Context: an optimization exercise on an open-source flow, tuned for small area, a short achievable clock period and few clock cycles per item. The choices shown serve that exercise and are no tape-out recipe. RTL that was checked went through simulation tests only; none was proved equivalent to the original. Power and IR drop assume default switching activity.

Setup of main:
## booth_mult_top
module booth_mult_top (
	input  logic                          clk,
	input  logic                          reset,
	input  logic                          in_valid,
	input  logic signed [16-1:0] multiplicand,
	input  logic signed [16-1:0] multiplier,
	output logic                          out_valid,
	output logic signed [32-1:0] product
);
	logic [2:0] vld_r;
	always_ff @(posedge clk) begin
		if (reset) begin
			vld_r <= '0;
			out_valid <= 1'b0;
		end else begin
			vld_r <= {vld_r[1:0], in_valid};
			out_valid <= vld_r[2];
		end
	end
	logic [15:0] md_r;
	logic [7:0]  one_r, two_r, neg_r;
	logic [7:0]  one_d, two_d, neg_d;
	booth_recoder u_rec (.multiplier(multiplier), .one(one_d), .two(two_d), .neg(neg_d));
	always_ff @(posedge clk) begin
		md_r  <= multiplicand;
		one_r <= one_d;
		two_r <= two_d;
		neg_r <= neg_d;
	end
	logic pp_0_0;
	logic pp_0_1;
	logic pp_0_2;
	logic pp_0_3;
	logic pp_0_4;
	logic pp_0_5;
	logic pp_0_6;
	logic pp_0_7;
	logic pp_0_8;
	logic pp_0_9;
	logic pp_0_10;
	logic pp_0_11;
	logic pp_0_12;
	logic pp_0_13;
	logic pp_0_14;
	logic pp_0_15;
	logic pp_0_16;
	logic pps_0;
	logic pp_1_0;
	logic pp_1_1;
	logic pp_1_2;
	logic pp_1_3;
	logic pp_1_4;
	logic pp_1_5;
	logic pp_1_6;
	logic pp_1_7;
	logic pp_1_8;
	logic pp_1_9;
	logic pp_1_10;
	logic pp_1_11;
	logic pp_1_12;
	logic pp_1_13;
	logic pp_1_14;
	logic pp_1_15;
	logic pp_1_16;
	logic pps_1;
	logic pp_2_0;
	logic pp_2_1;
	logic pp_2_2;
	logic pp_2_3;
	logic pp_2_4;
	logic pp_2_5;
	logic pp_2_6;
	logic pp_2_7;
	logic pp_2_8;
	logic pp_2_9;
	logic pp_2_10;
	logic pp_2_11;
	logic pp_2_12;
	logic pp_2_13;
	logic pp_2_14;
	logic pp_2_15;
	logic pp_2_16;
	logic pps_2;
	logic pp_3_0;
	logic pp_3_1;
	logic pp_3_2;
	logic pp_3_3;
	logic pp_3_4;
	logic pp_3_5;
	logic pp_3_6;
	logic pp_3_7;
	logic pp_3_8;
	logic pp_3_9;
	logic pp_3_10;
	logic pp_3_11;
	logic pp_3_12;
	logic pp_3_13;
	logic pp_3_14;
	logic pp_3_15;
	logic pp_3_16;
	logic pps_3;
	logic pp_4_0;
	logic pp_4_1;
	logic pp_4_2;
	logic pp_4_3;
	logic pp_4_4;
	logic pp_4_5;
	logic pp_4_6;
	logic pp_4_7;
	logic pp_4_8;
	logic pp_4_9;
	logic pp_4_10;
  ...
Size: ~870 cells after synthesis, ~68 I/O pins, roughly 10,000 um^2 of cells after synthesis.
==> flow/config.mk <==
export PLATFORM = sky130hd
export DESIGN_NAME = booth_mult_top
export DESIGN_NICKNAME = booth_mult_top
export VERILOG_FILES = /design/flow/design.v
export SDC_FILE = /design/flow/constraint.sdc
export NUM_CORES = 4
export LEC_CHECK = 0
export CAP_MARGIN = 20
export CORE_MARGIN = 2
export CORE_UTILIZATION = 40
export SETUP_SLACK_MARGIN = 3.5
export SLEW_MARGIN = 20
==> flow/constraint.sdc <==
create_clock -name core_clock -period 5.5 [get_ports {clk}]
set_input_delay 1.1000 -clock core_clock [delete_from_list [all_inputs] [get_ports {clk}]]
set_output_delay 1.1000 -clock core_clock [all_outputs]
set_load 0.01 [all_outputs]
standard.sh (not shown) runs the stock make flow with config.mk's settings and CLKGATE_MAP_FILE= SYNTH_SCRIPT=/design/flow/synth_recipe.tcl, a recipe that flattens the netlist after the stock synthesis.
==> flow/flow/run.sh <==
#!/bin/bash
# Layout flow: the standard ORFS flow (standard.sh), unchanged synthesis, with these changes:
#  - after synthesis, polarity.py re-chooses the polarity of full adders and xor gates so that
#    fewer inverters are needed (registers and all other cells are left as they are);
#  - port buffers are buf_1 instead of the delay buffer that buffer_ports picks by default;
#  - clock tree: sink clusters of up to 20 registers under sky130_fd_sc_hd__clkbuf_8 leaves, no dummy loads.
# Each tool writes its full output to a log here: synth.log, polarity.log, standard.log
# (and ORFS's own logs under orfs/).
set -euo pipefail
R=orfs/results/sky130hd/booth_mult_top/base
bash standard.sh synth > synth.log 2>&1
cp $R/1_2_yosys.v $R/1_2_yosys_std.v
python3 flow/polarity.py $R/1_2_yosys_std.v $R/1_2_yosys.v > polarity.log 2>&1
rm -f $R/1_synth.odb $R/1_synth.sdc
export BUFFER_PORTS_ARGS="-buffer_cell sky130_fd_sc_hd__buf_1"
export CTS_ARGS="-sink_clustering_enable -repair_clock_nets -buf_list sky130_fd_sc_hd__clkbuf_8 -sink_clustering_size 20 -sink_clustering_max_diameter 60 -dont_use_dummy_load"
bash standard.sh > standard.log 2>&1
Other scripts of this flow, unchanged in this note and not shown: flow/flow/polarity.py
Both conditions hold for main: the flow ran to the end and the final layout passed the timing, design-rule and antenna checks.
Testbench counts of main, summed over its fixed seeds: cycles 24,024, items 24,000.
Here is what was changed in the inputs of the feature branch compared with main.
-- flow/config.mk --
<<< main, line 10
export CORE_UTILIZATION = 40
export SETUP_SLACK_MARGIN = 3.5
export SLEW_MARGIN = 20
>>> the feature branch, line 10
export CORE_UTILIZATION = 40
export SETUP_SLACK_MARGIN = 3.4
export SLEW_MARGIN = 20
==> run notes <==
Compared with main, the feature branch shows a share of the final layout cell area in multi-input gates that is 1.4 points higher.
main → the feature branch: clock network area share up 0.31 points, worst-case vdd ir drop up 23%.
The worst-path cell with the longest stage delay comes out dfxtp_2 in one run and dfxtp_1 in the other, namely in the feature branch and main respectively.

========
booth_mult_top, a different RTL version from the one above (not shown whole).
For scale: about 880 cells after synthesis, about 68 I/O pins, roughly 0.010 mm² of cells after synthesis.
Settings: LEC_CHECK=0, CAP_MARGIN=20, CORE_MARGIN=2, CORE_UTILIZATION=60, SETUP_SLACK_MARGIN=3.3, SLEW_MARGIN=20; clock period 5.5 ns.
==> flow/flow/run.sh <==
#!/bin/bash
# Layout flow: the standard ORFS flow (standard.sh), unchanged synthesis, with these changes:
#  - after synthesis, polarity.py re-chooses the polarity of full adders and xor gates so that
#    fewer inverters are needed (registers and all other cells are left as they are);
#  - port buffers are buf_1 instead of the delay buffer that buffer_ports picks by default;
#  - clock tree: sink clusters of up to 20 registers under clkbuf_8 leaves, no dummy loads.
# Each tool writes its full output to a log here: synth.log, polarity.log, standard.log
# (and ORFS's own logs under orfs/).
set -euo pipefail
R=orfs/results/sky130hd/booth_mult_top/base
bash standard.sh synth > synth.log 2>&1
cp $R/1_2_yosys.v $R/1_2_yosys_std.v
python3 flow/polarity.py $R/1_2_yosys_std.v $R/1_2_yosys.v > polarity.log 2>&1
rm -f $R/1_synth.odb $R/1_synth.sdc
export BUFFER_PORTS_ARGS="-buffer_cell sky130_fd_sc_hd__buf_1"
export CTS_ARGS="-sink_clustering_enable -repair_clock_nets -buf_list sky130_fd_sc_hd__clkbuf_8 -sink_clustering_size 20 -sink_clustering_max_diameter 60 -dont_use_dummy_load"
bash standard.sh > standard.log 2>&1
Other scripts of this flow, unchanged in this note and not shown: flow/flow/polarity.py
Testbench counts at the start, summed over its fixed seeds: cycles 24,024, items 24,000.
Next try:
--- a/flow/flow/run.sh
+++ b/flow/flow/run.sh
@@ -4,5 +4,5 @@
 #    fewer inverters are needed (registers and all other cells are left as they are);
 #  - port buffers are buf_1 instead of the delay buffer that buffer_ports picks by default;
-#  - clock tree: sink clusters of up to 20 registers under clkbuf_8 leaves, no dummy loads.
+#  - clock tree: sink clusters of up to 32 registers under sky130_fd_sc_hd__clkbuf_16 leaves, no dummy loads.
 # Each tool writes its full output to a log here: synth.log, polarity.log, standard.log
 # (and ORFS's own logs under orfs/).
@@ -14,4 +14,4 @@
 rm -f $R/1_synth.odb $R/1_synth.sdc
 export BUFFER_PORTS_ARGS="-buffer_cell sky130_fd_sc_hd__buf_1"
-export CTS_ARGS="-sink_clustering_enable -repair_clock_nets -buf_list sky130_fd_sc_hd__clkbuf_8 -sink_clustering_size 20 -sink_clustering_max_diameter 60 -dont_use_dummy_load"
+export CTS_ARGS="-sink_clustering_enable -repair_clock_nets -buf_list sky130_fd_sc_hd__clkbuf_16 -sink_clustering_size 32 -sink_clustering_max_diameter 80 -dont_use_dummy_load"
 bash standard.sh > standard.log 2>&1
CORE_UTILIZATION = 40   (was 60)
After rerunning: The changed run went through all stages and came out clean. Combinational power went up by about 3%. Final cell count is higher by 9.5%. Die area is higher by 48%. Sequential power stays flat.
Next try:
--- a/flow/flow/run.sh
+++ b/flow/flow/run.sh
@@ -4,5 +4,5 @@
 #    fewer inverters are needed (registers and all other cells are left as they are);
 #  - port buffers are buf_1 instead of the delay buffer that buffer_ports picks by default;
-#  - clock tree: sink clusters of up to 32 registers under sky130_fd_sc_hd__clkbuf_16 leaves, no dummy loads.
+#  - clock tree: sink clusters of up to 20 registers under clkbuf_8 leaves, no dummy loads.
 # Each tool writes its full output to a log here: synth.log, polarity.log, standard.log
 # (and ORFS's own logs under orfs/).
@@ -14,4 +14,4 @@
 rm -f $R/1_synth.odb $R/1_synth.sdc
 export BUFFER_PORTS_ARGS="-buffer_cell sky130_fd_sc_hd__buf_1"
-export CTS_ARGS="-sink_clustering_enable -repair_clock_nets -buf_list sky130_fd_sc_hd__clkbuf_16 -sink_clustering_size 32 -sink_clustering_max_diameter 80 -dont_use_dummy_load"
+export CTS_ARGS="-sink_clustering_enable -repair_clock_nets -buf_list sky130_fd_sc_hd__clkbuf_8 -sink_clustering_size 20 -sink_clustering_max_diameter 60 -dont_use_dummy_load"
 bash standard.sh > standard.log 2>&1
SETUP_SLACK_MARGIN = 3.2   (was 3.3)
After rerunning: Non-clock buffer count decreases by 3; clock skew rose by 0.0052 ns; sequential power hardly moves; wire length decreases by 0.74%; die area stays the same.
Next try:
SETUP_SLACK_MARGIN = 3.3   (was 3.2)
- The new run ran to the end with no violations
- clock power drops by 2.6%
- global-route usage climbs by 0.23 points
- total power climbs by 0.50%
- worst setup slack is better by 0.056 ns
- flip-flop and latch count does not change
- area after synthesis stays the same
- worst hold slack is worse by 0.010 ns
- register-to-register slack is better by 0.06 ns
- cell area climbs by 0.96%
- first-iteration DRC count drops by 15%

========
run X:
Another version of the RTL of booth_mult_top (not shown whole).
Size in the first run: roughly 850 cells after synthesis, ~68 I/O pins.
clock: 5.5 ns
lec_check: 0
cap_margin: 20
core_margin: 2
core_utilization: 50
setup_slack_margin: 3.4
slew_margin: 20
==> flow/flow/run.sh <==
#!/bin/bash
# Layout flow: the standard ORFS flow (standard.sh), unchanged synthesis, with these changes:
#  - after synthesis, polarity.py re-chooses the polarity of full adders and xor gates so that
#    fewer inverters are needed (registers and all other cells are left as they are);
#  - port buffers are buf_1 instead of the delay buffer that buffer_ports picks by default;
#  - clock tree: sink clusters of up to 20 registers under sky130_fd_sc_hd__clkbuf_8 leaves, no dummy loads.
# Each tool writes its full output to a log here: synth.log, polarity.log, standard.log
# (and ORFS's own logs under orfs/).
set -euo pipefail
R=orfs/results/sky130hd/booth_mult_top/base
bash standard.sh synth > synth.log 2>&1
cp $R/1_2_yosys.v $R/1_2_yosys_std.v
python3 flow/polarity.py $R/1_2_yosys_std.v $R/1_2_yosys.v > polarity.log 2>&1
rm -f $R/1_synth.odb $R/1_synth.sdc
export BUFFER_PORTS_ARGS="-buffer_cell sky130_fd_sc_hd__buf_1"
export CTS_ARGS="-sink_clustering_enable -repair_clock_nets -buf_list sky130_fd_sc_hd__clkbuf_8 -sink_clustering_size 20 -sink_clustering_max_diameter 60 -dont_use_dummy_load"
bash standard.sh > standard.log 2>&1
Other scripts of this flow, unchanged in this note and not shown: flow/flow/polarity.py
Run X ran to completion and came out clean on the timing, design-rule and antenna checks.
Testbench counts of run X, summed over its fixed seeds: cycles 24,024, items 24,000.
Here is what was changed in the inputs of run G compared with run X.
- SETUP_SLACK_MARGIN changed from 3.4 to 3.45
Results
In run G, the largest voltage drop on the vdd net came out about 28% below the value in run X.
Having completed the whole flow, run G delivered a layout that passed the timing, design-rule and antenna checks.
The count of clock-buffer cells in the layout of run G is higher than that of run X.
Run G vs. run X: total power consumption of the routed design increased by 1.6% relative to the old numbers, highest clock rate fell 1.2%, routability congestion estimate from global placement climbed 0.0053.

========
Setup of v39:
booth_mult_top, a different RTL version from the one above (not shown whole).
Size: about 940 cells after synthesis, roughly 160 flip-flops, about 68 I/O pins, roughly 9800 um^2 of cells after synthesis.
clock: 5.5 ns
lec_check: 0
cap_margin: 20
core_margin: 2
core_utilization: 40
setup_slack_margin: 3.3
slew_margin: 20
run.sh (not shown) runs the stock make flow with config.mk's settings and CLKGATE_MAP_FILE= SYNTH_SCRIPT=/design/flow/synth_recipe.tcl, a recipe that flattens the netlist after the stock synthesis.
Stock flow here: none of the scripts above is used.
v39 finished all stages; the layout is clean.
Testbench counts of v39, summed over its fixed seeds: cycles 24,016, items 24,000.
Here is what was changed in the inputs of v52 compared with v39.
# v39
export LEC_CHECK = 0
export CAP_MARGIN = 20
export CORE_MARGIN = 2
export CORE_UTILIZATION = 40
export SETUP_SLACK_MARGIN = 3.3
export SLEW_MARGIN = 20
create_clock -name core_clock -period 5.5 [get_ports {clk}]
# v52
export LEC_CHECK = 0
export CAP_MARGIN = 20
export CORE_MARGIN = 2
export CORE_UTILIZATION = 40
export SLEW_MARGIN = 20
create_clock -name core_clock -period 5.5 [get_ports {clk}]
Results
Diff v52 and v39: routed length on met3 higher in v52
Combinational share of power in v52 vs v39: down 8.5 points
Sequential cell area in the final layout (higher): v39
Cmp v52 and v39 / count of clock-buffer cells in the layout / lower: v52
From v39 to v52 the numbers moved as follows: total length of routed wires now sits lower; static power due to leakage now sits lower.
Comparing v52 and v39, the higher maximum frequency is on v39.
Of v52 and v39, it is v52 that has the lower buffer count excluding the clock tree in the final layout.
Relative to v52, the following input files were edited for v18:
# v52
export LEC_CHECK = 0
export CAP_MARGIN = 20
export CORE_MARGIN = 2
export CORE_UTILIZATION = 40
export SLEW_MARGIN = 20
create_clock -name core_clock -period 5.5 [get_ports {clk}]
# v18
export LEC_CHECK = 0
export CAP_MARGIN = 20
export CORE_MARGIN = 2
export CORE_UTILIZATION = 40
export SETUP_SLACK_MARGIN = 2.5
export SLEW_MARGIN = 20
create_clock -name core_clock -period 5.5 [get_ports {clk}]
### Flow results
v18 against v52: final-layout clock buffer total lower; total routed wirelength lower; global-route usage lower.
Relative to v52, the clock network area share of v18 is lower by 0.39 points.
| post-route standard cell area excluding fillers | v52 vs v18 | ≈ equal |
Of v18 and v52, it is v18 that has the higher critical path depth in cells.
In v18 relative to v52, maximum frequency had gone up by more than 10%.

========
Setup of north:
booth_mult_top, a different RTL version from the one above (not shown whole).
Size in the first run: about 950 cells after synthesis, ~230 flip-flops.
Settings: LEC_CHECK=0, CAP_MARGIN=20, CORE_MARGIN=2, CORE_UTILIZATION=40, SETUP_SLACK_MARGIN=3.3, SLEW_MARGIN=20; clock period 5.5 ns.
standard.sh (not shown) runs the stock make flow with config.mk's settings and CLKGATE_MAP_FILE= SYNTH_SCRIPT=/design/flow/synth_recipe.tcl, a recipe that flattens the netlist after the stock synthesis.
==> flow/flow/run.sh <==
#!/bin/bash
# Layout flow: the standard ORFS flow (standard.sh) with three changes:
#  - port buffers are buf_1 instead of the delay buffer that buffer_ports picks by default;
#  - clock tree: larger sink clusters of clkbuf_8 leaves and no dummy loads;
#  - power recovery after global routing (downsizes cells off the critical paths).
# Every tool's output goes to the ORFS logs under orfs/ and to standard.log here.
set -euo pipefail
export BUFFER_PORTS_ARGS="-buffer_cell sky130_fd_sc_hd__buf_1"
export CTS_ARGS="-sink_clustering_enable -repair_clock_nets -buf_list sky130_fd_sc_hd__clkbuf_8 -sink_clustering_size 20 -sink_clustering_max_diameter 60 -dont_use_dummy_load"
export RECOVER_POWER=0
bash standard.sh > standard.log 2>&1
[inputs] south vs north
diff --git a/flow/flow/run.sh b/flow/flow/run.sh
--- a/flow/flow/run.sh
+++ b/flow/flow/run.sh
@@ -7,5 +7,5 @@
 set -euo pipefail
 export BUFFER_PORTS_ARGS="-buffer_cell sky130_fd_sc_hd__buf_1"
-export CTS_ARGS="-sink_clustering_enable -repair_clock_nets -buf_list sky130_fd_sc_hd__clkbuf_8 -sink_clustering_size 20 -sink_clustering_max_diameter 60 -dont_use_dummy_load"
+export CTS_ARGS="-sink_clustering_enable -repair_clock_nets -buf_list sky130_fd_sc_hd__clkbuf_8 -sink_clustering_size 24 -sink_clustering_max_diameter 60 -dont_use_dummy_load"
 export RECOVER_POWER=0
 bash standard.sh > standard.log 2>&1
## What came out
- Ratio of total power to cell area grows slightly when moving from north to south.
- Clock insertion delay at the later pin of the skew report delta (south -> north): insignificant
- north -> south: maximum achievable frequency increased slightly
#### Input delta (east over south)
Settings: an added CTS_BUF_LIST of sky130_fd_sc_hd__clkbuf_4 sky130_fd_sc_hd__clkbuf_8.
==> flow/flow/run.sh <==
#!/bin/bash
# Layout flow: the standard ORFS flow, with the smallest buffer (buf_1) as the port buffers
# instead of the delay buffer that buffer_ports picks by default. Each tool's output goes to
# the ORFS logs under orfs/ and to standard.log here.
set -euo pipefail
export BUFFER_PORTS_ARGS="-buffer_cell sky130_fd_sc_hd__buf_1"
bash standard.sh > standard.log 2>&1
### Flow results
Comparing south and east, the lower total chip power was measured on south. Compared with south, total number of vias in east increased by a few percent. Looking at final worst slack, east sits 38 ps below south. Comparing south and east, final-layout clock buffer total is lower on south.
No functional check of the RTL was part of any run of this note.

## re-timing with driven ports
The flow's constraints put no driver on any port. The routed layouts listed below were extracted and timed again, unchanged, in two steps. Step 1, drivers: a clkbuf_16 drives clk and a buf_2 each remaining input, both assumed. Step 2 times the ports against the registers' clock, not the clock port: input delays grow and output delays shrink by t, the midpoint of the rising clock arrivals with the driver on. Slacks: ideal ports / drivers / drivers and shift; pairs: ideal ports / drivers.
| run | t, ns | setup WS [ns] | hold WS [ns] |
|---|---|---|---|
| main | 0.548 | 3.406 / 3.362 / 3.406 | 0.330 / 0.330 / 0.330 |
| the feature branch | 0.559 | 3.406 / 3.365 / 3.464 | 0.328 / 0.328 / 0.328 |
| the first run of note 2 | 0.528 | 3.320 / 3.320 / 3.320 | 0.286 / 0.286 / 0.286 |
| the second run of note 2 | 0.506 | 3.370 / 3.350 / 3.370 | 0.292 / 0.292 / 0.292 |
| the third run of note 2 | 0.560 | 3.309 / 3.271 / 3.309 | 0.316 / 0.316 / 0.316 |
| the fourth run of note 2 | 0.539 | 3.365 / 3.343 / 3.365 | 0.306 / 0.306 / 0.306 |
| run X | 0.532 | 3.439 / 3.399 / 3.457 | 0.335 / 0.335 / 0.335 |
| run G | 0.542 | 3.413 / 3.374 / 3.448 | 0.329 / 0.329 / 0.329 |
| v39 | 0.472 | 2.794 / 2.794 / 2.794 | 0.441 / 0.441 / 0.441 |
| v52 | 0.465 | 2.257 / 2.257 / 2.257 | 0.443 / 0.443 / 0.443 |
| v18 | 0.468 | 2.557 / 2.557 / 2.557 | 0.444 / 0.444 / 0.444 |
| north | 0.545 | 3.261 / 3.261 / 3.261 | 0.313 / 0.313 / 0.313 |
| south | 0.558 | 3.277 / 3.277 / 3.277 | 0.269 / 0.269 / 0.269 |
| east | 0.567 | 3.239 / 3.239 / 3.239 | 0.323 / 0.323 / 0.323 |
After both steps every run listed still meets setup and hold.
